This is an optimization exercise on Yosys and OpenROAD, whose aim is small area, a short achievable clock period and few clock cycles per item, not a production implementation.
At most, simulation tests tie the RTL to the original design; equivalence was not proved.

## v38
## subbytes_pipe
module subbytes_pipe #(
    parameter int NUM_BYTES = 16,
    parameter int LANE_W    = 8
) (
    input  logic                   clk_i,
    input  logic                   rst_ni,
    input  logic                   in_valid_i,
    output logic                   in_ready_o,
    input  logic [8*NUM_BYTES-1:0] in_data_i,
    input  logic                   inv_i,
    output logic                   out_valid_o,
    input  logic                   out_ready_i,
    output logic [8*NUM_BYTES-1:0] out_data_o,
    output logic                   busy_o
);
    if (LANE_W != 8) begin : g_bad_lane_w
        $error("subbytes_pipe: LANE_W must be 8");
    end
    if (NUM_BYTES < 1 || NUM_BYTES > 16) begin : g_bad_num_bytes
        $error("subbytes_pipe: NUM_BYTES must be in 1..16");
    end
    localparam int NB = NUM_BYTES;
    logic            adv;         
    logic            acc;         
    logic            inc;         
    logic            o_free;      
    logic            sp_valid;    
    logic [8*NB-1:0] sp_data;
    logic [8*NB-1:0] res;         
    logic            sp_valid_d;
    logic            o_valid_d;
    logic            v1;
    logic            inv1;
    logic [8*NB-1:0] b1_d, b1_q;
    logic            v2;
    logic            inv2;
    logic [12*NB-1:0] b2_d, b2_q;
    logic            busy_q;
    logic            stall_q;     
    assign in_ready_o = !stall_q;
    assign acc        = in_valid_i && adv;
    assign inc        = adv && v2;
    assign o_free     = !out_valid_o || out_ready_i;
    assign busy_o     = busy_q;
    for (genvar k = 0; k < NB; k++) begin : g_lane
        sb_x_td u_x_td (.a(b1_q[8*k +: 8]), .inv(inv1), .b(b2_d[12*k +: 12]));
  ...
For scale: about 3900 cells after synthesis, about 580 flip-flops, about 44000 um2 of cells after synthesis.
export LEC_CHECK = 0
export CAP_MARGIN = 20
export CORE_MARGIN = 2
export CORE_UTILIZATION = 45
export PLACE_DENSITY = 0.6
export SLEW_MARGIN = 20
export SYNTH_HIERARCHICAL = 1
export SYNTH_MINIMUM_KEEP_SIZE = 0
create_clock -name core_clock -period 13.0 [get_ports {clk_i}]
standard.sh (not shown) runs the stock make flow with config.mk's settings and CLKGATE_MAP_FILE= SYNTH_SCRIPT=/design/flow/synth_recipe.tcl, a recipe that flattens the netlist after the stock synthesis.
==> flow/flow/run.sh <==
#!/bin/bash
# Own layout flow: the standard flow (standard.sh) with two changes that
# only affect how the layout is built:
#  - port buffers use buf_4 instead of the default small delay-buffer cell
#  - repair_timing aims for extra setup slack (SETUP_SLACK_MARGIN), so gates on
#    the critical paths get sized up although the 13 ns clock is met anyway
# Each tool's output goes to standard.log (and ORFS's own per-step logs).
export BUFFER_PORTS_ARGS="-buffer_cell sky130_fd_sc_hd__buf_4"
bash standard.sh finish SETUP_SLACK_MARGIN=${MARGIN:-9} > standard.log 2>&1
Edits applied to the flow inputs when going from v38 to v23:
==> flow/run.sh (new file) <==
#!/bin/bash
# synth_recipe.tcl (not shown) runs the flow's synth.tcl, then flattens the netlist and writes it again
# the make line also repeats each setting of config.mk as NAME=value (left out here)
make -C /OpenROAD-flow-scripts/flow DESIGN_CONFIG=/design/flow/config.mk WORK_HOME=/design/flow/orfs CLKGATE_MAP_FILE= SYNTH_SCRIPT=/design/flow/synth_recipe.tcl finish
removed: flow/flow/run.sh
removed: flow/standard.sh
==> results.txt <==
- Relative to v38, cell area after placement increased by about 0.9% in v23.
- From v38 to v23 the numbers moved as follows: register cell area after layout essentially unchanged; number of filler instances in the final layout moved up.
- Between v38 and v23, the flow reports cell area after layout decreasing slightly.
- Detailed route, v23 vs v38: via total lower for v23
No functional check of the RTL was part of any run of this note.

---

Another version of the RTL of subbytes_pipe (not shown whole).
Size in the first run: about 3600 cells after synthesis, roughly 520 flip-flops, ~260 I/O pins.
## subbytes_pipe
module subbytes_pipe #(
    parameter int NUM_BYTES = 16,
    parameter int LANE_W    = 8
) (
    input  logic                   clk_i,
    input  logic                   rst_ni,
    input  logic                   in_valid_i,
    output logic                   in_ready_o,
    input  logic [8*NUM_BYTES-1:0] in_data_i,
    input  logic                   inv_i,
    output logic                   out_valid_o,
    input  logic                   out_ready_i,
    output logic [8*NUM_BYTES-1:0] out_data_o,
    output logic                   busy_o
);
Settings: LEC_CHECK=0, CAP_MARGIN=20, CORE_MARGIN=2, CORE_UTILIZATION=65, CTS_CLUSTER_DIAMETER=100, CTS_CLUSTER_SIZE=24, PLACE_DENSITY=0.75, SLEW_MARGIN=20, SYNTH_HIERARCHICAL=1, SYNTH_MINIMUM_KEEP_SIZE=0; clock period 13.0 ns.
==> flow/flow/run.sh <==
#!/bin/bash
export BUFFER_PORTS_ARGS="-buffer_cell sky130_fd_sc_hd__buf_2"
bash standard.sh finish SETUP_SLACK_MARGIN=${MARGIN:-8.7} > standard.log 2>&1
Testbench counts at the start, summed over its fixed seeds: cycles 6,012, items 6,000.
Edit:
==> flow/flow/run.sh (replaced) <==
#!/bin/bash
export BUFFER_PORTS_ARGS="-buffer_cell sky130_fd_sc_hd__buf_1"
bash standard.sh finish SETUP_SLACK_MARGIN=${MARGIN:-9} > standard.log 2>&1
CAP_MARGIN = 5   (was 20)
SLEW_MARGIN = 5   (was 20)
Count of clock-buffer cells in the layout shrinks by 1.
Register-to-register slack is better by 0.09 ns.
Global-route usage is about the same.
Die area does not change.
Edit:
==> flow/flow/run.sh (replaced) <==
#!/bin/bash
export BUFFER_PORTS_ARGS="-buffer_cell sky130_fd_sc_hd__buf_2"
bash standard.sh finish SETUP_SLACK_MARGIN=${MARGIN:-9} > standard.log 2>&1
CAP_MARGIN = 20   (was 5)
GPL_TIMING_DRIVEN = 0   (was not set)
SLEW_MARGIN = 20   (was 5)
Wire length grows by 5.9%.
Core utilization grows by 7.5 points.
Cell area grows by 11%.
Non-clock buffer count grows by 432.
Edit:
==> flow/flow/run.sh (replaced) <==
#!/bin/bash
export BUFFER_PORTS_ARGS="-buffer_cell sky130_fd_sc_hd__buf_1"
bash standard.sh finish SETUP_SLACK_MARGIN=${MARGIN:-9} > standard.log 2>&1
GPL_TIMING_DRIVEN = not set   (was 0)
After rerunning:
- non-clock buffer count falls by 431
- via count fell by 7.0%
- die area is unchanged
- utilization decreases by 7.4 points

---

subbytes_pipe, a different RTL version from the one above (not shown whole).
Size: about 580 flip-flops, ~260 I/O pins.
==> flow/design.v (excerpt) <==
module subbytes_pipe #(
    parameter int NUM_BYTES = 16,
    parameter int LANE_W    = 8
) (
    input  logic                   clk_i,
    input  logic                   rst_ni,
    input  logic                   in_valid_i,
    output logic                   in_ready_o,
    input  logic [8*NUM_BYTES-1:0] in_data_i,
    input  logic                   inv_i,
    output logic                   out_valid_o,
    input  logic                   out_ready_i,
    output logic [8*NUM_BYTES-1:0] out_data_o,
    output logic                   busy_o
);
    if (LANE_W != 8) begin : g_bad_lane_w
        $error("subbytes_pipe: LANE_W must be 8");
    end
    if (NUM_BYTES < 1 || NUM_BYTES > 16) begin : g_bad_num_bytes
        $error("subbytes_pipe: NUM_BYTES must be in 1..16");
    end
    localparam int NB = NUM_BYTES;
    logic            adv;         
    logic            acc;         
    logic            inc;         
    logic            o_free;      
    logic            sp_valid;    
    logic [8*NB-1:0] sp_data;
    logic [8*NB-1:0] res;         
    logic            sp_valid_d;
    logic            o_valid_d;
    logic            v1;
    logic            inv1;
    logic [8*NB-1:0] b1_d, b1_q;
    logic            v2;
    logic            inv2;
  ...
==> flow/config.mk <==
export PLATFORM = sky130hd
export DESIGN_NAME = subbytes_pipe
export DESIGN_NICKNAME = subbytes_pipe
export VERILOG_FILES = /design/flow/design.v
export SDC_FILE = /design/flow/constraint.sdc
export NUM_CORES = 4
export LEC_CHECK = 0
export CAP_MARGIN = 20
export CORE_MARGIN = 2
export CORE_UTILIZATION = 45
export CTS_BUF_LIST = sky130_fd_sc_hd__clkbuf_8
export CTS_CLUSTER_DIAMETER = 50
export CTS_CLUSTER_SIZE = 14
export PLACE_DENSITY = 0.6
export SLEW_MARGIN = 20
export SYNTH_HIERARCHICAL = 1
export SYNTH_MINIMUM_KEEP_SIZE = 0
==> flow/constraint.sdc <==
create_clock -name core_clock -period 13.0 [get_ports {clk_i}]
set_input_delay 2.6000 -clock core_clock [delete_from_list [all_inputs] [get_ports {clk_i}]]
set_output_delay 2.6000 -clock core_clock [all_outputs]
set_load 0.01 [all_outputs]
==> flow/flow/run.sh <==
#!/bin/bash
# Own layout flow: the standard flow (standard.sh) with two changes that
# only affect how the layout is built:
#  - port buffers use buf_4 instead of the default small delay-buffer cell
#  - repair_timing aims for extra setup slack (SETUP_SLACK_MARGIN), so gates on
#    the critical paths get sized up although the 13 ns clock is met anyway
# Each tool's output goes to standard.log (and ORFS's own per-step logs).
export BUFFER_PORTS_ARGS="-buffer_cell sky130_fd_sc_hd__buf_2"
bash standard.sh finish SETUP_SLACK_MARGIN=${MARGIN:-9} > standard.log 2>&1
Next try:
CTS_BUF_LIST = unset   (was sky130_fd_sc_hd__clkbuf_8)
CTS_CLUSTER_DIAMETER = unset   (was 50)
CTS_CLUSTER_SIZE = unset   (was 14)
Effect: Wire length hardly moves; first-iteration DRC count went up by about 6%; final cell count drops by 0.73%.
Next try:
--- a/flow/flow/run.sh
+++ b/flow/flow/run.sh
@@ -9 +9 @@
-bash standard.sh finish SETUP_SLACK_MARGIN=${MARGIN:-9} > standard.log 2>&1
+bash standard.sh finish SETUP_SLACK_MARGIN=${MARGIN:-9.4} > standard.log 2>&1
Result:
- final cell count came out higher by 0.60%
- hold slack hardly moves
- final area came out higher by 3.2%
- fmax is about the same
- area after synthesis stays the same
Function was not checked in any run of this note: the RTL went through the layout flow alone.

---

subbytes_pipe with an RTL version that a note above also has.
Size in the first run: roughly 3600 cells after synthesis, ~520 flip-flops, about 260 I/O pins, roughly 38000 sq um of cells after synthesis.
==> flow/config.mk <==
export PLATFORM = sky130hd
export DESIGN_NAME = subbytes_pipe
export DESIGN_NICKNAME = subbytes_pipe
export VERILOG_FILES = /design/flow/design.v
export SDC_FILE = /design/flow/constraint.sdc
export NUM_CORES = 4
export LEC_CHECK = 0
export CAP_MARGIN = 20
export CORE_MARGIN = 2
export CORE_UTILIZATION = 65
export CTS_CLUSTER_DIAMETER = 100
export CTS_CLUSTER_SIZE = 24
export PLACE_DENSITY = 0.75
export SLEW_MARGIN = 20
export SYNTH_HIERARCHICAL = 1
export SYNTH_MINIMUM_KEEP_SIZE = 0
==> flow/constraint.sdc <==
create_clock -name core_clock -period 13.0 [get_ports {clk_i}]
set_input_delay 2.6000 -clock core_clock [delete_from_list [all_inputs] [get_ports {clk_i}]]
set_output_delay 2.6000 -clock core_clock [all_outputs]
set_load 0.01 [all_outputs]
==> flow/flow/run.sh <==
#!/bin/bash
export BUFFER_PORTS_ARGS="-buffer_cell sky130_fd_sc_hd__buf_1"
bash standard.sh finish SETUP_SLACK_MARGIN=${MARGIN:-8.9} > standard.log 2>&1
The first run completed with no timing, DRC or antenna violations.
Testbench counts at the start, summed over its fixed seeds: cycles 6,012, items 6,000.
Then changed:
==> flow/flow/run.sh (replaced) <==
#!/bin/bash
export BUFFER_PORTS_ARGS="-buffer_cell sky130_fd_sc_hd__buf_1"
bash standard.sh finish SETUP_SLACK_MARGIN=${MARGIN:-9} > standard.log 2>&1
Effect: Routed wire length is higher by 1.1%; sequential share of layout area goes down by 0.33 points; via count stays flat; die area does not change; setup slack improved by 70 ps; core utilization grows by 0.57 points; count of clock-buffer cells in the layout does not change; design area rises by 0.87%.

[static timing again, ports no longer ideal]
In the flow no input, the clock included, has a driving cell. The finished layouts below were timed again as built, in two steps.
Step 1 sets driving cells, clkbuf_16 on the clock port and buf_2 on the other inputs (assumed; they add their load-dependent delay and slew).
Step 2 adds t to the input delays and takes it off the output delays; t is the mean of the earliest and latest rising clock arrival at the registers after step 1. Input paths then give back, and output paths get back, about the clock's delay inside the block.
Three values: ideal ports, drivers, drivers and shift; two values: the first two.
run	shift t [ns]	setup WS [ns]	worst slew at a driven data input, ns
v38	0.690	9.056 / 8.987 / 8.599	0.12
v23	0.688	8.229 / 8.163 / 7.786	0.13
the first run of note 2	0.653	8.863 / 8.883 / 8.230	0.20
the second run of note 2	0.641	9.127 / 9.066 / 8.568	0.16
the third run of note 2	0.650	9.136 / 9.073 / 8.638	0.17
the fourth run of note 2	0.640	9.125 / 9.065 / 8.579	0.16
the first run of note 3	0.754	9.011 / 8.953 / 8.482	0.06
the second run of note 3	0.671	9.104 / 9.044 / 8.479	0.06
the third run of note 3	0.675	9.110 / 9.047 / 8.768	0.12
the first run of note 4	0.639	9.055 / 9.067 / 8.451	0.16
the second run of note 4	0.640	9.125 / 9.065 / 8.579	0.16
After both steps setup and hold are still met in every run listed. For the first run of note 2, which loses most, drivers alone change the setup slack by +0.020 ns; drivers and shift together by -0.633 ns.
